From an optimization exercise on the open Yosys and OpenROAD flow, aimed at small area, a short achievable clock period and few clock cycles per item; shortcuts taken in it are not production practice. Function was checked by simulation only, so behaviour that the tests miss may differ from the original. Power figures rest on the tool's default switching activity, not on a simulated workload.

[flow/design.v]
`default_nettype none
package wbcc_pkg;
    localparam int SLOTS_DEF   = 16;
    localparam int ID_BITS_DEF = 32;
    localparam int MOD_DIGITS = 4;
    localparam logic [4:0] ACTIVE_RESET = 5'd16;
    localparam logic [2:0] KIND_GET         = 3'd0;
    localparam logic [2:0] KIND_CLAIM       = 3'd1;
    localparam logic [2:0] KIND_DIRTY_ID    = 3'd2;
    localparam logic [2:0] KIND_DIRTY_SLOT  = 3'd3;
    localparam logic [2:0] KIND_FLUSH_ID    = 3'd4;
    localparam logic [2:0] KIND_FLUSH_SLOT  = 3'd5;
    localparam logic [2:0] KIND_FLUSH_ALL   = 3'd6;
    localparam logic [2:0] KIND_UNUSED      = 3'd7;
    localparam logic [1:0] CMD_WRITEBACK = 2'd0;
    localparam logic [1:0] CMD_READ      = 2'd1;
    localparam logic [1:0] CMD_STATUS    = 2'd2;
    typedef struct packed {
        logic [2:0]  kind;
        logic [31:0] block_id;
        logic [3:0]  slot_index;
        logic        writeback_fails;
        logic        read_fails;
    } t_item;
    typedef struct packed {
        logic [1:0]  command;
        logic [3:0]  slot_out;
        logic [31:0] block_out;
        logic        failed;
        logic        hit;
        logic        last;
    } t_result;
    typedef enum logic [2:0] {
        ST_IDLE,
        ST_SEARCH,
        ST_WAIT,
        ST_VICTIM,
        ST_READ,
        ST_STATUS
    } t_state;
endpackage
`default_nettype wire
`default_nettype none
module wbcc_cell
#(
    parameter int ID_BITS = wbcc_pkg::ID_BITS_DEF
) (
    input  wire logic               i_clk,
    input  wire logic               i_rst_n,
    input  wire logic               i_shift,
    input  wire logic [ID_BITS-1:0] i_tag,
    input  wire logic               i_valid,
    input  wire logic               i_dirty,
    output logic      [ID_BITS-1:0] o_tag,
    output logic                    o_valid,
    output logic                    o_dirty
);
    logic [ID_BITS-1:0] r_tag;
    logic               r_valid;
    logic               r_dirty;
    always_ff @(posedge i_clk) begin
        if (!i_rst_n) begin
            r_valid <= 1'b0;
            r_dirty <= 1'b0;
        end else if (i_shift) begin
            r_valid <= i_valid;
            r_dirty <= i_dirty;
        end
    end
    always_ff @(posedge i_clk) begin
        if (i_shift) begin
            r_tag <= i_tag;
        end
    end
    assign o_tag   = r_tag;
    assign o_valid = r_valid;
    assign o_dirty = r_dirty;
endmodule
`default_nettype wire
`default_nettype none
module wbcc_eac #(
    parameter int W = 12
) (
    input  wire logic [W-1:0] i_a,
    input  wire logic [W-1:0] i_b,
    output logic      [W-1:0] o_y
);
    localparam int L = $clog2(W);
    logic [W-1:0] g [L+1];
    logic [W-1:0] p [L+1];
    logic [W-1:0] c;
    logic         co;
    assign g[0] = i_a & i_b;
    assign p[0] = i_a ^ i_b;
    for (genvar l = 0; l < L; l++) begin : g_lvl
        for (genvar i = 0; i < W; i++) begin : g_bit
            if (i >= (1 << l)) begin : g_op
                assign g[l+1][i] = g[l][i] | (p[l][i] & g[l][i-(1<<l)]);
                assign p[l+1][i] = p[l][i] & p[l][i-(1<<l)];
            end else begin : g_pass
                assign g[l+1][i] = g[l][i];
                assign p[l+1][i] = p[l][i];
            end
        end
    end
    assign co   = g[L][W-1];
    assign c[0] = co;
    for (genvar i = 1; i < W; i++) begin : g_c
        assign c[i] = g[L][i-1] | (p[L][i-1] & co);
    end
    assign o_y = p[0] ^ c;
endmodule
module wbcc_modpre (
    input  wire logic [31:0] i_x,
    output logic      [11:0] o_a,
    output logic      [9:0]  o_b
);
    logic [31:0] x;
    assign x = i_x;
    logic [11:0] c0, c1, c2, s12, k12, ka;
    assign c0  = x[11:0];
    assign c1  = x[23:12];
    assign c2  = {4'd0, x[31:24]};
    assign s12 = c0 ^ c1 ^ c2;
    assign ka  = (c0 & c1) | (c0 & c2) | (c1 & c2);
    assign k12 = {ka[10:0], ka[11]};
    wbcc_eac #(.W(12)) u_a (.i_a(s12), .i_b(k12), .o_y(o_a));
    logic [9:0] e0, e1, e2, e3, s1, kb, k1, s10, kc, k10;
    assign e0  = x[9:0];
    assign e1  = x[19:10];
    assign e2  = x[29:20];
    assign e3  = {8'd0, x[31:30]};
    assign s1  = e0 ^ e1 ^ e2;
    assign kb  = (e0 & e1) | (e0 & e2) | (e1 & e2);
    assign k1  = {kb[8:0], kb[9]};
    assign s10 = s1 ^ k1 ^ e3;
    assign kc  = (s1 & k1) | (s1 & e3) | (k1 & e3);
    assign k10 = {kc[8:0], kc[9]};
    wbcc_eac #(.W(10)) u_b (.i_a(s10), .i_b(k10), .o_y(o_b));
endmodule
module wbcc_modfin (
    input  wire logic [11:0] i_a,
    input  wire logic [9:0]  i_b,
    input  wire logic [3:0]  i_lo,
    input  wire logic [4:0]  i_n,
    output logic      [3:0]  o_rem
);
    logic [3:0] n0, n1, n2, s4, k4a, k4, u15;
    assign n0  = i_a[3:0];
    assign n1  = i_a[7:4];
    assign n2  = i_a[11:8];
    assign s4  = n0 ^ n1 ^ n2;
    assign k4a = (n0 & n1) | (n0 & n2) | (n1 & n2);
    assign k4  = {k4a[2:0], k4a[3]};
    wbcc_eac #(.W(4)) u_15 (.i_a(s4), .i_b(k4), .o_y(u15));
    logic [5:0] u63;
    wbcc_eac #(.W(6)) u_63 (.i_a(i_a[5:0]), .i_b(i_a[11:6]), .o_y(u63));
    function automatic logic [3:0] t3_4(input logic [3:0] v);
        case (v)
            4'd0: t3_4 = 4'd0;
            4'd1: t3_4 = 4'd1;
            4'd2: t3_4 = 4'd2;
            4'd3: t3_4 = 4'd0;
            4'd4: t3_4 = 4'd1;
            4'd5: t3_4 = 4'd2;
            4'd6: t3_4 = 4'd0;
            4'd7: t3_4 = 4'd1;
            4'd8: t3_4 = 4'd2;
            4'd9: t3_4 = 4'd0;
            4'd10: t3_4 = 4'd1;
            4'd11: t3_4 = 4'd2;
            4'd12: t3_4 = 4'd0;
            4'd13: t3_4 = 4'd1;
            4'd14: t3_4 = 4'd2;
            4'd15: t3_4 = 4'd0;
            default: t3_4 = 4'd0;
        endcase
    endfunction
    function automatic logic [3:0] t5_4(input logic [3:0] v);
        case (v)
            4'd0: t5_4 = 4'd0;
            4'd1: t5_4 = 4'd1;
            4'd2: t5_4 = 4'd2;
            4'd3: t5_4 = 4'd3;
            4'd4: t5_4 = 4'd4;
            4'd5: t5_4 = 4'd0;
            4'd6: t5_4 = 4'd1;
            4'd7: t5_4 = 4'd2;
            4'd8: t5_4 = 4'd3;
            4'd9: t5_4 = 4'd4;
            4'd10: t5_4 = 4'd0;
            4'd11: t5_4 = 4'd1;
            4'd12: t5_4 = 4'd2;
            4'd13: t5_4 = 4'd3;
            4'd14: t5_4 = 4'd4;
            4'd15: t5_4 = 4'd0;
            default: t5_4 = 4'd0;
        endcase
    endfunction
    function automatic logic [3:0] t7_6(input logic [5:0] v);
        case (v)
            6'd0: t7_6 = 4'd0;
            6'd1: t7_6 = 4'd1;
            6'd2: t7_6 = 4'd2;
            6'd3: t7_6 = 4'd3;
            6'd4: t7_6 = 4'd4;
            6'd5: t7_6 = 4'd5;
            6'd6: t7_6 = 4'd6;
            6'd7: t7_6 = 4'd0;
            6'd8: t7_6 = 4'd1;
            6'd9: t7_6 = 4'd2;
            6'd10: t7_6 = 4'd3;
            6'd11: t7_6 = 4'd4;
            6'd12: t7_6 = 4'd5;
            6'd13: t7_6 = 4'd6;
            6'd14: t7_6 = 4'd0;
            6'd15: t7_6 = 4'd1;
            6'd16: t7_6 = 4'd2;
            6'd17: t7_6 = 4'd3;
            6'd18: t7_6 = 4'd4;
            6'd19: t7_6 = 4'd5;
            6'd20: t7_6 = 4'd6;
            6'd21: t7_6 = 4'd0;
            6'd22: t7_6 = 4'd1;
            6'd23: t7_6 = 4'd2;
            6'd24: t7_6 = 4'd3;
            6'd25: t7_6 = 4'd4;
            6'd26: t7_6 = 4'd5;
            6'd27: t7_6 = 4'd6;
            6'd28: t7_6 = 4'd0;
            6'd29: t7_6 = 4'd1;
            6'd30: t7_6 = 4'd2;
            6'd31: t7_6 = 4'd3;
            6'd32: t7_6 = 4'd4;
            6'd33: t7_6 = 4'd5;
            6'd34: t7_6 = 4'd6;
            6'd35: t7_6 = 4'd0;
            6'd36: t7_6 = 4'd1;
            6'd37: t7_6 = 4'd2;
            6'd38: t7_6 = 4'd3;
            6'd39: t7_6 = 4'd4;
            6'd40: t7_6 = 4'd5;
            6'd41: t7_6 = 4'd6;
            6'd42: t7_6 = 4'd0;
            6'd43: t7_6 = 4'd1;
            6'd44: t7_6 = 4'd2;
            6'd45: t7_6 = 4'd3;
            6'd46: t7_6 = 4'd4;
            6'd47: t7_6 = 4'd5;
            6'd48: t7_6 = 4'd6;
            6'd49: t7_6 = 4'd0;
            6'd50: t7_6 = 4'd1;
            6'd51: t7_6 = 4'd2;
            6'd52: t7_6 = 4'd3;
            6'd53: t7_6 = 4'd4;
            6'd54: t7_6 = 4'd5;
            6'd55: t7_6 = 4'd6;
            6'd56: t7_6 = 4'd0;
            6'd57: t7_6 = 4'd1;
            6'd58: t7_6 = 4'd2;
            6'd59: t7_6 = 4'd3;
            6'd60: t7_6 = 4'd4;
            6'd61: t7_6 = 4'd5;
            6'd62: t7_6 = 4'd6;
            6'd63: t7_6 = 4'd0;
            default: t7_6 = 4'd0;
        endcase
    endfunction
    function automatic logic [3:0] t9_6(input logic [5:0] v);
        case (v)
            6'd0: t9_6 = 4'd0;
            6'd1: t9_6 = 4'd1;
            6'd2: t9_6 = 4'd2;
            6'd3: t9_6 = 4'd3;
            6'd4: t9_6 = 4'd4;
            6'd5: t9_6 = 4'd5;
            6'd6: t9_6 = 4'd6;
            6'd7: t9_6 = 4'd7;
            6'd8: t9_6 = 4'd8;
            6'd9: t9_6 = 4'd0;
            6'd10: t9_6 = 4'd1;
            6'd11: t9_6 = 4'd2;
            6'd12: t9_6 = 4'd3;
            6'd13: t9_6 = 4'd4;
            6'd14: t9_6 = 4'd5;
            6'd15: t9_6 = 4'd6;
            6'd16: t9_6 = 4'd7;
            6'd17: t9_6 = 4'd8;
            6'd18: t9_6 = 4'd0;
            6'd19: t9_6 = 4'd1;
            6'd20: t9_6 = 4'd2;
            6'd21: t9_6 = 4'd3;
            6'd22: t9_6 = 4'd4;
            6'd23: t9_6 = 4'd5;
            6'd24: t9_6 = 4'd6;
            6'd25: t9_6 = 4'd7;
            6'd26: t9_6 = 4'd8;
            6'd27: t9_6 = 4'd0;
            6'd28: t9_6 = 4'd1;
            6'd29: t9_6 = 4'd2;
            6'd30: t9_6 = 4'd3;
            6'd31: t9_6 = 4'd4;
            6'd32: t9_6 = 4'd5;
            6'd33: t9_6 = 4'd6;
            6'd34: t9_6 = 4'd7;
            6'd35: t9_6 = 4'd8;
            6'd36: t9_6 = 4'd0;
            6'd37: t9_6 = 4'd1;
            6'd38: t9_6 = 4'd2;
            6'd39: t9_6 = 4'd3;
            6'd40: t9_6 = 4'd4;
            6'd41: t9_6 = 4'd5;
            6'd42: t9_6 = 4'd6;
            6'd43: t9_6 = 4'd7;
            6'd44: t9_6 = 4'd8;
            6'd45: t9_6 = 4'd0;
            6'd46: t9_6 = 4'd1;
            6'd47: t9_6 = 4'd2;
            6'd48: t9_6 = 4'd3;
            6'd49: t9_6 = 4'd4;
            6'd50: t9_6 = 4'd5;
            6'd51: t9_6 = 4'd6;
            6'd52: t9_6 = 4'd7;
            6'd53: t9_6 = 4'd8;
            6'd54: t9_6 = 4'd0;
            6'd55: t9_6 = 4'd1;
            6'd56: t9_6 = 4'd2;
            6'd57: t9_6 = 4'd3;
            6'd58: t9_6 = 4'd4;
            6'd59: t9_6 = 4'd5;
            6'd60: t9_6 = 4'd6;
            6'd61: t9_6 = 4'd7;
            6'd62: t9_6 = 4'd8;
            6'd63: t9_6 = 4'd0;
            default: t9_6 = 4'd0;
        endcase
    endfunction
    function automatic logic [3:0] t13_6(input logic [5:0] v);
        case (v)
            6'd0: t13_6 = 4'd0;
            6'd1: t13_6 = 4'd1;
            6'd2: t13_6 = 4'd2;
            6'd3: t13_6 = 4'd3;
            6'd4: t13_6 = 4'd4;
            6'd5: t13_6 = 4'd5;
            6'd6: t13_6 = 4'd6;
            6'd7: t13_6 = 4'd7;
            6'd8: t13_6 = 4'd8;
            6'd9: t13_6 = 4'd9;
            6'd10: t13_6 = 4'd10;
            6'd11: t13_6 = 4'd11;
            6'd12: t13_6 = 4'd12;
            6'd13: t13_6 = 4'd0;
            6'd14: t13_6 = 4'd1;
            6'd15: t13_6 = 4'd2;
            6'd16: t13_6 = 4'd3;
            6'd17: t13_6 = 4'd4;
            6'd18: t13_6 = 4'd5;
            6'd19: t13_6 = 4'd6;
            6'd20: t13_6 = 4'd7;
            6'd21: t13_6 = 4'd8;
            6'd22: t13_6 = 4'd9;
            6'd23: t13_6 = 4'd10;
            6'd24: t13_6 = 4'd11;
            6'd25: t13_6 = 4'd12;
            6'd26: t13_6 = 4'd0;
            6'd27: t13_6 = 4'd1;
            6'd28: t13_6 = 4'd2;
            6'd29: t13_6 = 4'd3;
            6'd30: t13_6 = 4'd4;
            6'd31: t13_6 = 4'd5;
            6'd32: t13_6 = 4'd6;
            6'd33: t13_6 = 4'd7;
            6'd34: t13_6 = 4'd8;
            6'd35: t13_6 = 4'd9;
            6'd36: t13_6 = 4'd10;
            6'd37: t13_6 = 4'd11;
            6'd38: t13_6 = 4'd12;
            6'd39: t13_6 = 4'd0;
            6'd40: t13_6 = 4'd1;
            6'd41: t13_6 = 4'd2;
            6'd42: t13_6 = 4'd3;
            6'd43: t13_6 = 4'd4;
            6'd44: t13_6 = 4'd5;
            6'd45: t13_6 = 4'd6;
            6'd46: t13_6 = 4'd7;
            6'd47: t13_6 = 4'd8;
            6'd48: t13_6 = 4'd9;
            6'd49: t13_6 = 4'd10;
            6'd50: t13_6 = 4'd11;
            6'd51: t13_6 = 4'd12;
            6'd52: t13_6 = 4'd0;
            6'd53: t13_6 = 4'd1;
            6'd54: t13_6 = 4'd2;
            6'd55: t13_6 = 4'd3;
            6'd56: t13_6 = 4'd4;
            6'd57: t13_6 = 4'd5;
            6'd58: t13_6 = 4'd6;
            6'd59: t13_6 = 4'd7;
            6'd60: t13_6 = 4'd8;
            6'd61: t13_6 = 4'd9;
            6'd62: t13_6 = 4'd10;
            6'd63: t13_6 = 4'd11;
            default: t13_6 = 4'd0;
        endcase
    endfunction
    function automatic logic [3:0] t11_5(input logic [4:0] v);
        case (v)
            5'd0: t11_5 = 4'd0;
            5'd1: t11_5 = 4'd1;
            5'd2: t11_5 = 4'd2;
            5'd3: t11_5 = 4'd3;
            5'd4: t11_5 = 4'd4;
            5'd5: t11_5 = 4'd5;
            5'd6: t11_5 = 4'd6;
            5'd7: t11_5 = 4'd7;
            5'd8: t11_5 = 4'd8;
            5'd9: t11_5 = 4'd9;
            5'd10: t11_5 = 4'd10;
            5'd11: t11_5 = 4'd0;
            5'd12: t11_5 = 4'd1;
            5'd13: t11_5 = 4'd2;
            5'd14: t11_5 = 4'd3;
            5'd15: t11_5 = 4'd4;
            5'd16: t11_5 = 4'd5;
            5'd17: t11_5 = 4'd6;
            5'd18: t11_5 = 4'd7;
            5'd19: t11_5 = 4'd8;
            5'd20: t11_5 = 4'd9;
            5'd21: t11_5 = 4'd10;
            5'd22: t11_5 = 4'd0;
            5'd23: t11_5 = 4'd1;
            5'd24: t11_5 = 4'd2;
            5'd25: t11_5 = 4'd3;
            5'd26: t11_5 = 4'd4;
            5'd27: t11_5 = 4'd5;
            5'd28: t11_5 = 4'd6;
            5'd29: t11_5 = 4'd7;
            5'd30: t11_5 = 4'd8;
            5'd31: t11_5 = 4'd9;
            default: t11_5 = 4'd0;
        endcase
    endfunction
    logic [3:0] r3, r5, r7, r9, r15;
    logic [3:0] l13, h13, l11, h11;
    logic [4:0] d13, d11;
    logic [3:0] r11, r13;
    always_comb begin
        r3  = t3_4(u15);
        r5  = t5_4(u15);
        r15 = (u15 == 4'd15) ? 4'd0 : u15;
        r7  = t7_6(u63);
        r9  = t9_6(u63);
        l13 = t13_6(i_a[5:0]);
        h13 = t13_6(i_a[11:6]);
        l11 = t11_5(i_b[4:0]);
        h11 = t11_5(i_b[9:5]);
        d13 = 5'(l13) - 5'(h13);
        d11 = 5'(l11) - 5'(h11);
        r13 = d13[4] ? 4'(d13 + 5'd13) : d13[3:0];
        r11 = d11[4] ? 4'(d11 + 5'd11) : d11[3:0];
    end
    logic [3:0] v6, v10, v12, v14;
    logic [1:0] q12;
    assign v6  = r3 + ((i_lo[0] ^ r3[0]) ? 4'd3 : 4'd0);
    assign v10 = r5 + ((i_lo[0] ^ r5[0]) ? 4'd5 : 4'd0);
    assign v14 = r7 + ((i_lo[0] ^ r7[0]) ? 4'd7 : 4'd0);
    assign q12 = 2'((i_lo[1:0] - r3[1:0]) * 2'd3);
    assign v12 = r3 + 4'(q12) * 4'd3;
    always_comb begin
        case (i_n)
            5'd2:    o_rem = {3'd0, i_lo[0]};
            5'd3:    o_rem = r3;
            5'd4:    o_rem = {2'd0, i_lo[1:0]};
            5'd5:    o_rem = r5;
            5'd6:    o_rem = v6;
            5'd7:    o_rem = r7;
            5'd8:    o_rem = {1'b0, i_lo[2:0]};
            5'd9:    o_rem = r9;
            5'd10:   o_rem = v10;
            5'd11:   o_rem = r11;
            5'd12:   o_rem = v12;
            5'd13:   o_rem = r13;
            5'd14:   o_rem = v14;
            5'd15:   o_rem = r15;
            5'd16:   o_rem = i_lo;
            default: o_rem = 4'd0;
        endcase
    end
endmodule
module wbcc_mod (
    input  wire logic [31:0] i_dividend,
    input  wire logic [4:0]  i_divisor,
    output logic      [3:0]  o_rem
);
    logic [11:0] a;
    logic [9:0]  b;
    wbcc_modpre u_pre (.i_x(i_dividend), .o_a(a), .o_b(b));
    wbcc_modfin u_fin (.i_a(a), .i_b(b), .i_lo(i_dividend[3:0]), .i_n(i_divisor), .o_rem(o_rem));
endmodule
`default_nettype wire
`default_nettype none
module writeback_block_cache_controller_core
#(
    parameter int SLOTS   = wbcc_pkg::SLOTS_DEF,
    parameter int ID_BITS = wbcc_pkg::ID_BITS_DEF
) (
    input  wire logic       i_clk,
    input  wire logic       i_rst_n,
    input  wire logic       start,
    output logic            busy,
    input  wire wbcc_pkg::t_item      i_item,
    output logic            o_res_valid,
    output wbcc_pkg::t_result         o_res,
    input  wire logic       i_cfg_valid,
    output logic            o_cfg_ready,
    input  wire logic [4:0] i_cfg_data
);
    localparam int N = 16;
    logic [31:0] tag [N];
    logic [N-1:0] valid;
    logic [N-1:0] dirty;
    logic [4:0] r_active;
    logic [4:0] nact_in;
    logic [1:0]  q_cnt;
    logic        q_wp, q_rp;
    logic [2:0]  q_kind [2];
    logic [31:0] q_id   [2];
    logic [3:0]  q_slot [2];
    logic        q_wf   [2];
    logic        q_rf   [2];
    logic [4:0]  q_n    [2];
    logic [3:0]  q_vic  [2];
    logic        l_v;
    logic        l_ph;           
    logic [2:0]  l_kind;
    logic [31:0] l_id;
    logic [3:0]  l_slot;
    logic        l_wf, l_rf;
    logic [4:0]  l_n;
    logic [N-1:0] l_eq;
    logic [3:0]  l_vic;
    logic [N-1:0] p_rem;
    logic        p_read;
    logic [3:0]  p_slot;
    logic        p_failed;
    logic        p_hit;
    logic        r_res_v;
    wbcc_pkg::t_result r_res;
    logic l_free, last_now;
    assign o_cfg_ready = 1'b1;
    always_comb begin
        if (r_active == 5'd0)       nact_in = 5'd1;
        else if (r_active > 5'd16)  nact_in = 5'd16;
        else                        nact_in = r_active;
    end
    always_ff @(posedge i_clk) begin
        if (!i_rst_n)         r_active <= wbcc_pkg::ACTIVE_RESET;
        else if (i_cfg_valid) r_active <= i_cfg_data;
    end
    logic         push, pop;
    logic [2:0]   m_kind;
    logic [31:0]  m_id;
    logic [3:0]   m_slot;
    logic         m_wf, m_rf;
    logic [4:0]   m_n;
    logic [3:0]   m_vic;
    logic [N-1:0] m_eq;
    logic         m_eql;
    logic [11:0] in_a, z_a;
    logic [9:0]  in_b, z_b;
    logic [3:0]  z_lo;
    logic [4:0]  z_n;
    logic        z_new;
    logic        z_idx;
    logic [3:0]  z_vic;
    wbcc_modpre u_pre (
        .i_x (i_item.block_id),
        .o_a (in_a),
        .o_b (in_b)
    );
    always_ff @(posedge i_clk) begin
        z_a   <= in_a;
        z_b   <= in_b;
        z_lo  <= i_item.block_id[3:0];
        z_n   <= nact_in;
        z_idx <= q_wp;
    end
    always_ff @(posedge i_clk) begin
        if (!i_rst_n) z_new <= 1'b0;
        else          z_new <= push;
    end
    wbcc_modfin u_fin (
        .i_a   (z_a),
        .i_b   (z_b),
        .i_lo  (z_lo),
        .i_n   (z_n),
        .o_rem (z_vic)
    );
    assign busy = q_cnt[1];
    assign push = start && !q_cnt[1];
    assign pop  = l_free && (q_cnt != 2'd0);
    always_ff @(posedge i_clk) begin
        if (!i_rst_n) begin
            q_cnt <= 2'd0;
            q_wp  <= 1'b0;
            q_rp  <= 1'b0;
        end else begin
            q_cnt <= q_cnt + 2'(push) - 2'(pop);
            if (push) q_wp <= !q_wp;
            if (pop)  q_rp <= !q_rp;
        end
    end
    for (genvar e = 0; e < 2; e++) begin : g_q
        always_ff @(posedge i_clk) begin
            if (z_new && (z_idx == 1'(e))) q_vic[e] <= z_vic;
        end
        always_ff @(posedge i_clk) begin
            if (push && (q_wp == 1'(e))) begin
                q_kind[e] <= i_item.kind;
                q_id[e]   <= i_item.block_id;
                q_slot[e] <= i_item.slot_index;
                q_wf[e]   <= i_item.writeback_fails;
                q_rf[e]   <= i_item.read_fails;
                q_n[e]    <= nact_in;
            end
        end
    end
    assign m_kind = q_kind[q_rp];
    assign m_id   = q_id[q_rp];
    assign m_slot = q_slot[q_rp];
    assign m_wf   = q_wf[q_rp];
    assign m_rf   = q_rf[q_rp];
    assign m_n    = q_n[q_rp];
    assign m_vic  = (z_new && (z_idx == q_rp)) ? z_vic : q_vic[q_rp];
    for (genvar i = 0; i < N; i++) begin : g_cmp
        assign m_eq[i] = (tag[i] == m_id);
    end
    assign m_eql = (l_id == m_id);
    logic [N-1:0] range_m;
    logic [N-1:0] match, first_m;
    logic         hit;
    logic [3:0]   hidx;
    logic [N-1:0] vic_oh, slot_oh;
    logic         vic_vd;
    logic         slot_h;
    logic         slot_d;
    logic         hit_d;
    logic [N-1:0] fa_mask, fa_first;
    logic [N-1:0] rem_first;
    logic [3:0]   fa_idx, rem_idx;
    function automatic logic [N-1:0] first_one(input logic [N-1:0] a);
        logic [N-1:0] below;
        below[0] = 1'b0;
        for (int i = 1; i < N; i++) below[i] = below[i-1] | a[i-1];
        first_one = a & ~below;
    endfunction
    function automatic logic [3:0] enc(input logic [N-1:0] oh);
        logic [3:0] e;
        e = 4'd0;
        for (int i = 0; i < N; i++) if (oh[i]) e = e | 4'(i);
        enc = e;
    endfunction
    for (genvar i = 0; i < N; i++) begin : g_rng
        assign range_m[i] = (5'(i) < l_n);
        assign vic_oh[i]  = (l_vic == 4'(i));
        assign slot_oh[i] = (l_slot == 4'(i));
    end
    assign match    = l_eq & valid & range_m;
    assign first_m  = first_one(match);
    assign hit      = |match;
    assign hidx     = enc(first_m);
    assign hit_d    = |(first_m & dirty);
    assign vic_vd   = |(vic_oh & valid & dirty);
    assign slot_h   = |(slot_oh & valid & range_m);
    assign slot_d   = |(slot_oh & dirty);
    assign fa_mask  = valid & dirty & range_m;
    assign fa_first = first_one(fa_mask);
    assign fa_idx   = enc(fa_first);
    assign rem_first = first_one(p_rem);
    assign rem_idx  = enc(rem_first);
    logic [N-1:0] rd_sel;
    logic [31:0]  rd_tag;
    always_comb begin
        rd_tag = '0;
        for (int i = 0; i < N; i++) rd_tag = rd_tag | ({32{rd_sel[i]}} & tag[i]);
    end
    logic [N-1:0] tag_we;
    logic [N-1:0] valid_set, dirty_set, dirty_clr;
    logic         w_v;
    logic [1:0]   w_cmd;
    logic [3:0]   w_slot;
    logic         w_use_tag;
    logic         w_failed, w_hit, w_last;
    logic [N-1:0] n_rem;
    logic         n_read;
    logic [3:0]   n_pslot;
    logic         n_pfailed, n_phit;
    always_comb begin
        tag_we    = '0;
        valid_set = '0;
        dirty_set = '0;
        dirty_clr = '0;
        rd_sel    = '0;
        w_v       = 1'b0;
        w_cmd     = wbcc_pkg::CMD_STATUS;
        w_slot    = 4'd0;
        w_use_tag = 1'b0;
        w_failed  = 1'b0;
        w_hit     = 1'b0;
        w_last    = 1'b0;
        n_rem     = p_rem;
        n_read    = p_read;
        n_pslot   = p_slot;
        n_pfailed = p_failed;
        n_phit    = p_hit;
        if (l_v && !l_ph) begin
            w_v = 1'b1;
            n_rem  = '0;
            n_read = 1'b0;
            case (l_kind)
                wbcc_pkg::KIND_GET, wbcc_pkg::KIND_CLAIM: begin
                    if (hit) begin
                        w_slot = hidx;
                        w_hit  = 1'b1;
                        w_last = 1'b1;
                    end else begin
                        rd_sel    = vic_oh;
                        n_pslot   = l_vic;
                        n_phit    = 1'b0;
                        if (l_kind == wbcc_pkg::KIND_CLAIM) begin
                            tag_we    = vic_oh;
                            valid_set = vic_oh;
                            dirty_set = vic_oh;
                            n_pfailed = 1'b0;
                            if (vic_vd) begin
                                w_cmd     = wbcc_pkg::CMD_WRITEBACK;
                                w_slot    = l_vic;
                                w_use_tag = 1'b1;
                            end else begin
                                w_slot = l_vic;
                                w_last = 1'b1;
                            end
                        end else begin
                            if (vic_vd && l_wf) begin
                                n_pfailed = 1'b1;
                            end else begin
                                n_pfailed = l_rf;
                                dirty_clr = vic_oh;
                                if (!l_rf) begin
                                    tag_we    = vic_oh;
                                    valid_set = vic_oh;
                                end
                            end
                            if (vic_vd) begin
                                w_cmd     = wbcc_pkg::CMD_WRITEBACK;
                                w_slot    = l_vic;
                                w_use_tag = 1'b1;
                                n_read    = !l_wf;
                            end else begin
                                w_cmd  = wbcc_pkg::CMD_READ;
                                w_slot = l_vic;
                            end
                        end
                    end
                end
                wbcc_pkg::KIND_DIRTY_ID: begin
                    dirty_set = first_m;
                    w_slot = hidx;
                    w_hit  = hit;
                    w_last = 1'b1;
                end
                wbcc_pkg::KIND_DIRTY_SLOT: begin
                    if (slot_h) dirty_set = slot_oh;
                    w_slot = l_slot;
                    w_hit  = slot_h;
                    w_last = 1'b1;
                end
                wbcc_pkg::KIND_FLUSH_ID: begin
                    n_pslot   = hidx;
                    n_pfailed = l_wf;
                    n_phit    = 1'b1;
                    if (hit && hit_d) begin
                        w_cmd  = wbcc_pkg::CMD_WRITEBACK;
                        w_slot = hidx;
                        if (!l_wf) dirty_clr = first_m;
                    end else begin
                        w_slot = hidx;
                        w_hit  = hit;
                        w_last = 1'b1;
                    end
                end
                wbcc_pkg::KIND_FLUSH_SLOT: begin
                    rd_sel    = slot_oh;
                    n_pslot   = l_slot;
                    n_pfailed = l_wf;
                    n_phit    = 1'b1;
                    if (slot_h && slot_d) begin
                        w_cmd     = wbcc_pkg::CMD_WRITEBACK;
                        w_slot    = l_slot;
                        w_use_tag = 1'b1;
                        if (!l_wf) dirty_clr = slot_oh;
                    end else begin
                        w_slot = l_slot;
                        w_hit  = slot_h;
                        w_last = 1'b1;
                    end
                end
                wbcc_pkg::KIND_FLUSH_ALL: begin
                    rd_sel    = fa_first;
                    n_phit    = 1'b0;
                    n_pfailed = l_wf;
                    n_pslot   = l_wf ? fa_idx : 4'd0;
                    if (|fa_mask) begin
                        w_cmd     = wbcc_pkg::CMD_WRITEBACK;
                        w_slot    = fa_idx;
                        w_use_tag = 1'b1;
                        if (!l_wf) begin
                            dirty_clr = fa_mask;
                            n_rem     = fa_mask & ~fa_first;
                        end
                    end else begin
                        w_last = 1'b1;
                    end
                end
                default: begin
                    w_last = 1'b1;
                end
            endcase
        end else if (l_v) begin
            w_v = 1'b1;
            if (|p_rem) begin
                rd_sel    = rem_first;
                n_rem     = p_rem & ~rem_first;
                w_cmd     = wbcc_pkg::CMD_WRITEBACK;
                w_slot    = rem_idx;
                w_use_tag = 1'b1;
            end else if (p_read) begin
                n_read = 1'b0;
                w_cmd  = wbcc_pkg::CMD_READ;
                w_slot = p_slot;
            end else begin
                w_slot   = p_slot;
                w_failed = p_failed;
                w_hit    = p_hit;
                w_last   = 1'b1;
            end
        end
    end
    assign last_now = w_last;
    assign l_free   = !l_v || last_now;
    always_ff @(posedge i_clk) begin
        if (!i_rst_n) begin
            l_v  <= 1'b0;
            l_ph <= 1'b0;
        end else if (l_free) begin
            l_v  <= (q_cnt != 2'd0);
            l_ph <= 1'b0;
        end else begin
            l_ph <= 1'b1;
        end
    end
    always_ff @(posedge i_clk) begin
        l_kind <= m_kind;
        l_slot <= m_slot;
        l_wf   <= m_wf;
        l_rf   <= m_rf;
        l_n    <= m_n;
        l_vic  <= m_vic;
        for (int i = 0; i < N; i++) l_eq[i] <= tag_we[i] ? m_eql : m_eq[i];
    end
    always_ff @(posedge i_clk) begin
        if (l_free) l_id <= m_id;
    end
    always_ff @(posedge i_clk) begin
        p_rem    <= n_rem;
        p_read   <= n_read;
        p_slot   <= n_pslot;
        p_failed <= n_pfailed;
        p_hit    <= n_phit;
    end
    always_ff @(posedge i_clk) begin
        if (!i_rst_n) begin
            valid <= '0;
            dirty <= '0;
        end else begin
            valid <= valid | valid_set;
            dirty <= (dirty & ~dirty_clr) | dirty_set;
        end
    end
    for (genvar i = 0; i < N; i++) begin : g_tag
        always_ff @(posedge i_clk) begin
            if (tag_we[i]) tag[i] <= l_id;
        end
    end
    always_ff @(posedge i_clk) begin
        if (!i_rst_n) r_res_v <= 1'b0;
        else          r_res_v <= w_v;
    end
    always_ff @(posedge i_clk) begin
        r_res.command   <= w_cmd;
        r_res.slot_out  <= w_slot;
        r_res.block_out <= w_use_tag ? rd_tag : l_id;
        r_res.failed    <= w_failed;
        r_res.hit       <= w_hit;
        r_res.last      <= w_last;
    end
    assign o_res_valid = r_res_v;
    assign o_res       = r_res;
endmodule
`default_nettype wire
`default_nettype none
module wbcc_top (
    input  wire        clk,
    input  wire        rst_n,
    input  wire        start,
    output wire        busy,
    input  wire [2:0]  item_kind,
    input  wire [31:0] item_block_id,
    input  wire [3:0]  item_slot,
    input  wire        item_wb_fail,
    input  wire        item_rd_fail,
    output wire        res_valid,
    output wire [1:0]  res_command,
    output wire [3:0]  res_slot,
    output wire [31:0] res_block,
    output wire        res_failed,
    output wire        res_hit,
    output wire        res_last,
    input  wire        cfg_valid,
    output wire        cfg_ready,
    input  wire [4:0]  cfg_data
);
    wbcc_pkg::t_item   item;
    wbcc_pkg::t_result res;
    assign item.kind            = item_kind;
    assign item.block_id        = item_block_id;
    assign item.slot_index      = item_slot;
    assign item.writeback_fails = item_wb_fail;
    assign item.read_fails      = item_rd_fail;
    writeback_block_cache_controller_core u_core (
        .i_clk       (clk),
        .i_rst_n     (rst_n),
        .start       (start),
        .busy        (busy),
        .i_item      (item),
        .o_res_valid (res_valid),
        .o_res       (res),
        .i_cfg_valid (cfg_valid),
        .o_cfg_ready (cfg_ready),
        .i_cfg_data  (cfg_data)
    );
    assign res_command = res.command;
    assign res_slot    = res.slot_out;
    assign res_block   = res.block_out;
    assign res_failed  = res.failed;
    assign res_hit     = res.hit;
    assign res_last    = res.last;
endmodule
`default_nettype wire
[flow/run.sh]
#!/bin/bash
# synth_recipe.tcl (not shown) runs the flow's synth.tcl, then flattens the netlist and writes it again
# the make line also repeats each setting of config.mk as NAME=value (left out here)
make -C /OpenROAD-flow-scripts/flow DESIGN_CONFIG=/design/flow/config.mk WORK_HOME=/design/flow/orfs CLKGATE_MAP_FILE= SYNTH_SCRIPT=/design/flow/synth_recipe.tcl finish
[flow/config.mk]
export PLATFORM = sky130hd
export DESIGN_NAME = wbcc_top
export DESIGN_NICKNAME = wbcc_top
export VERILOG_FILES = /design/flow/design.v
export SDC_FILE = /design/flow/constraint.sdc
export NUM_CORES = 4
export LEC_CHECK = 0
export CAP_MARGIN = 20
export CORE_MARGIN = 2
export CORE_UTILIZATION = 40
export SLEW_MARGIN = 20
[flow/constraint.sdc]
create_clock -name core_clock -period 6.5 [get_ports {clk}]
set_input_delay 1.3000 -clock core_clock [delete_from_list [all_inputs] [get_ports {clk}]]
set_output_delay 1.3000 -clock core_clock [all_outputs]
set_load 0.01 [all_outputs]
==> summary.md <==
| Metric | Value |
|---|---|
| CTS hold repair buffers | `0` |
| Violation count after the first detailed-route iteration | `6104` |
| Reg2Reg Setup Slack | `350 ps` |
| Reg power frac | `30.0%` |
| Die Ht | `336 um` |
| Transition time at the pin with the least slew margin | `1280 ps` |
| Via count of the first global-routing pass | `33300` |
| Portion of the post-synthesis area used by sequential elements | `52.7%` |
| Residual antenna-violating net count after detailed routing | `0` |
| Tmin final | `6150 ps` |
| Max Clk Rate | `163 MHz` |
| Data required time of the worst path | `6910 ps` |
| Number of sinks handled by clock tree synthesis | `824` |
| Maximum number of pins on one net before global-route repair | `48` |
| Via count | `35700` |
| Clock root cell | `clkbuf_16` |
| Combinational share of power | `49.6%` |
| Top post-synthesis cells by area | `edfxtp_1 45%, dfxtp_1 7.2%, xor2_1 6.3%` |
| Final hold vios | `0` |
| Number of fillers in the final layout | `9979` |
| Fraction of synthesis flops using an asynchronous set or reset pin | `0%` |
| Number of H-tree levels | `3` |
| Main synth FF type | `edfxtp_1` |
| Total routed wirelength | `188000 um` |
| Length of the first detailed-routing pass in iterations | `9` |
| Full die area | `113000 um^2` |
| Startpoint of the worst hold path | `u_core.q_wp$_SDFFE_PN0P_` |
| Post-layout nets | `4121` |
| Ratio of total power to cell area | `514 nW/um^2` |
| Synthesized Nets | `3963` |
| Library cell occupying the most area in the post-synthesis netlist | `edfxtp_1` |
| Synthesis-to-layout area growth | `15.8%` |
| PortBufs | `92` |
| Total leakage power | `0.0171 uW` |
| Number of ports placed on the die boundary | `94` |
| Critical path start-end classification | `register to register` |
| Type of origin of the critical path | `register` |
| Number of cells on the worst hold path | `0` |
| Outcome | `finished clean` |
| Horiz. Die Dim | `336 um` |
| Worst R2R End | `u_core.q_vic[0][2]$_DFFE_PP_` |
| Num rows | `121` |
| Effective utilization at floorplan | `40.3%` |
| DR WL/cell | `34.6 um` |
| Crit-path cells | `fa_1, ha_1, a21oi_1, o21bai_1, a21oi_1, fa_1, xnor2_2, buf_4, ha_1, a32o_1, or2_2, ha_1, xor2_2, maj3_1, fa_1, inv_1, mux2i_1, nor3b_1, o21ai_0, o2111ai_1, a221o_1, a211oi_1, nand3_1` |
| Critical R2R Launch | `u_core.z_a[1]$_DFF_P_` |
| CP arrival | `6550 ps` |
| Slowest CP cell | `fa_1` |
| Number of antenna violations at the first check in global routing | `15` |
| Share of Yosys cell area claimed by the top area cell type | `45.5%` |
| Overall power consumption | `26200 uW` |
| Class of the tightest hold or removal check | `register to register` |
| Flip-flop and latch count after synthesis | `824` |
| Total number of yosys warnings | `22` |
| Proportion of layout cells with a drive suffix above 1 | `11.0%` |
| Internal Dissipation | `14800 uW` |
| Drt via density | `6.57` |
| Grt total ovfl | `0` |
| Maximum clock path buffer count | `3` |
| Final total negative setup slack | `0 ps` |
| Max FO, Critical Path | `5` |
| Peak VDD IR | `580 uV` |
| TritonCTS Buffers | `92` |
| Type of destination of the critical path | `register` |
| Residual DRC count | `0` |
| First-pass GRT wire length | `260000 um` |
| Core outline area | `109000 um^2` |
| Estimated wirelength of the detail-placed design | `137000 um` |
| Part of the cycle the worst path needs | `94.5%` |
| Hold-critical path endpoint | `u_core.z_idx$_DFF_P_` |
| Overall track demand over capacity in global routing | `32.7%` |
| Routability congestion estimate from global placement | `1.07` |
| Largest incremental delay on the critical path | `510 ps` |
| CTS tree | `yes` |
| Proportion of total power due to net switching | `43.6%` |
| Final worst clock skew | `32.0 ps` |
| Setup repair after global routing missed its margin | `false` |
| Share of total power in the clock network | `20.5%` |
| Clock transition time at the flip-flop clock pins of the worst setup and hold paths | `60 ps` |
| Count of unique library cells instantiated by Yosys | `96` |
| Total count of max-transition violations in the final report | `0` |
| Count of mapped cells out of synthesis | `3785` |
| MaxCap Viol Count | `0` |
| Syn Std Cell Area | `44000 um^2` |
| Number of cells on the worst reg-to-reg path | `23` |
| Setup violations, final | `0` |
| Count of flip-flops with a built-in enable after synthesis | `666` |
| Worst skew pair latency | `710 ps` |
| Reported net switching power | `11400 uW` |
| Average size of a mapped cell | `11.6 um^2` |
| Remaining max-slew budget at the tightest pin | `13.8%` |
[sequential cells by signal, summed over array words and instances, names as in the netlist, 5 cells and up]
signal and count:
u_core.q_id 64, u_core.z_a 12, u_core.q_n 10, u_core.r_res 41, u_core.l_n 5, u_core.valid 16
u_core.z_n 5, u_core.r_active 5, u_core.tag 512, u_core.q_slot 8, u_core.q_vic 8, u_core.dirty 16
u_core.p_rem 15, u_core.l_eq 16, u_core.l_id 32, u_core.q_kind 6
[power by group through the flow]
stage               clock (uW)  combinational, uW  sequential [uW]
floorplan                    0               8260             7520
global placement             0              12500             7900
detailed placement           0              12500             7920
CTS                       5390              12600             7820
global route              5590              14000             7920
finish                    5360              13000             7850
[cell usage after synthesis, types with 20 or more instances]
master	n
a21oi_1	113
a211oi_1	24
nand3_1	112
inv_1	122
clkbuf_1	143
a222oi_1	26
a31oi_1	45
nor3_1	53
o21a_1	28
a221oi_1	74
mux2i_1	62
and2_1	21
nor4_1	96
fa_1	33
nor2_1	151
o21ai_0	98
a22oi_1	109
nor2b_1	25
xnor2_1	276
edfxtp_1	666
nand2_1	232
a21o_1	31
nand4_1	138
xor2_1	317
a22o_1	62
o211ai_1	31
ha_1	95
dfxtp_1	158
mux2_2	21
buf_2	20
and3_1	37
[cells by family after synthesis]
| family | count (synthesis) | share of synthesized area [%] |
|---|---|---|
| DFF | 824 | 52.7 |
| buffers and inverters | 313 | 2.90 |
| muxes | 85 | 2.05 |
| other | 1 | 0.00853 |
| adders and majority gates | 129 | 4.23 |
| and+or+nand+nor | 959 | 11.2 |
| AOI/OAI and AO/OA | 881 | 15.1 |
| xor gates and xnor gates | 593 | 11.8 |
[routing by layer]
| layer | vias to the layer above | share of wire (%) | GRT usage, % |
|---|---|---|---|
| li1 | 14900 | - | - |
| met1 | 17700 | 39 | 43.7 |
| met2 | 2578 | 42 | 47.9 |
| met3 | 524 | 13 | 10.5 |
| met4 | 14 | 5.5 | 15.4 |
| met5 | - | 0.096 | 0.391 |
[metrics by stage]
step / worst slack, ps / area (um^2) / instances / hold slack (ps) / util, %
2_1_floorplan: 553 / 44000 / 3785 / 355 / -
3_3_place_gp: 366 / 47800 / 5259 / 401 / 43.8
3_5_place_dp: 223 / 47800 / 5260 / 398 / 43.8
4_1_cts: 222 / 50900 / 5433 / 411 / 46.7
5_1_grt: 5.76 / 50900 / 5439 / 428 / 46.7
6_report: 355 / 50900 / 5440 / 411 / 46.7
[placed cells by master, fill, tap and decap left out, types with 33 or more instances in the layout]
master,Yosys,layout
a22oi_1,109,109
xnor2_1,276,275
a221oi_1,74,74
a22o_1,62,62
o21ai_0,98,98
nand3_1,112,112
clkbuf_16,0,93
dfxtp_1,158,157
buf_4,8,152
xor2_1,317,316
nand2_1,232,232
fa_1,33,33
nor2_1,151,142
clkdlybuf4s50_1,0,91
and3_1,37,37
inv_1,122,122
a21oi_1,113,111
edfxtp_1,666,666
nor3_1,53,48
ha_1,95,95
a31oi_1,45,41
nor4_1,96,92
nand4_1,138,138
[worst max-delay path by stage]
stage | start | cells past startpoint | slack, ps | end
after global placement | item_block_id[17] | 17 | 370 | u_core.u_fin.h13[2]$_DFF_P_
after floorplan | u_core.l_vic[2]$_DFF_P_ | 11 | 550 | u_core.l_eq[15]$_DFF_P_
after CTS | u_core.z_a[1]$_DFF_P_ | 24 | 220 | u_core.q_vic[0][2]$_DFFE_PP_
after global routing | u_core.z_a[1]$_DFF_P_ | 25 | 6 | u_core.l_vic[2]$_DFF_P_
final | u_core.z_a[1]$_DFF_P_ | 23 | 350 | u_core.q_vic[0][2]$_DFFE_PP_
after detailed placement | u_core.z_a[1]$_DFF_P_ | 24 | 220 | u_core.q_vic[1][2]$_DFFE_PP_
[timing repair]
item,CTS,global route
endpoints found under the hold margin,0,0
setup buffers,0,3
setup endpoints to repair,0,4
resized for setup,0,3
[final cells by class]
cell class	count	area, um^2	share of cell area, %
Sequential cell	824	23200	45.5
Multi-Input combinational cell	2648	20200	39.7
Clock buffer	122	2530	4.96
Timing Repair Buffer	250	2180	4.28
Tap cell	1414	1770	3.47
Clock inverter	51	554	1.09
Inverter	127	477	0.936
Antenna cell	4	10.0	0.0197
[worst max-delay path, delay by kind of cell (launching register included)]
family,cells,cell delay (ps)
buffers and inverters,2,190
flip-flops,1,340
multiplexers,1,130
XOR/XNOR,2,370
adder cells (fa/ha/maj),7,2760
AO/OA/AOI/OAI,8,1580
AND/OR/NAND/NOR,3,500
Testbench counts, summed over its fixed seeds: cycles 7,484, items 5,120.

## re-timing with driven ports
The flow's constraints put no driver on any port. The routed layout listed below was extracted and timed again, unchanged, in two steps.
Step 1 (the two cells are an assumption about what drives the block):
set clk [get_ports {clk}]
set_driving_cell -lib_cell sky130_fd_sc_hd__clkbuf_16 $clk
set_driving_cell -lib_cell sky130_fd_sc_hd__buf_2 [delete_from_list [all_inputs] $clk]
Step 2 moves the port delays by t, midway between the first and last clock arrival at a register: inputs arrive t later, outputs are due t later. That takes back most of the time a late clock gives input paths.
Three values: ideal ports, drivers, drivers and shift; two values: the first two.
shift t [ns]: 0.767
slack for setup (ns): 0.355 / 0.355 / 0.242
hold WS [ns]: 0.411 / 0.411 / 0.411
worst register clock-pin slew, ns: 0.06 / 0.06
pins driven straight from the clock port: 1
After both steps this run still meets setup and hold. The setup slack of this run moves by 0.000 ns with the drivers and by -0.113 ns with both steps.
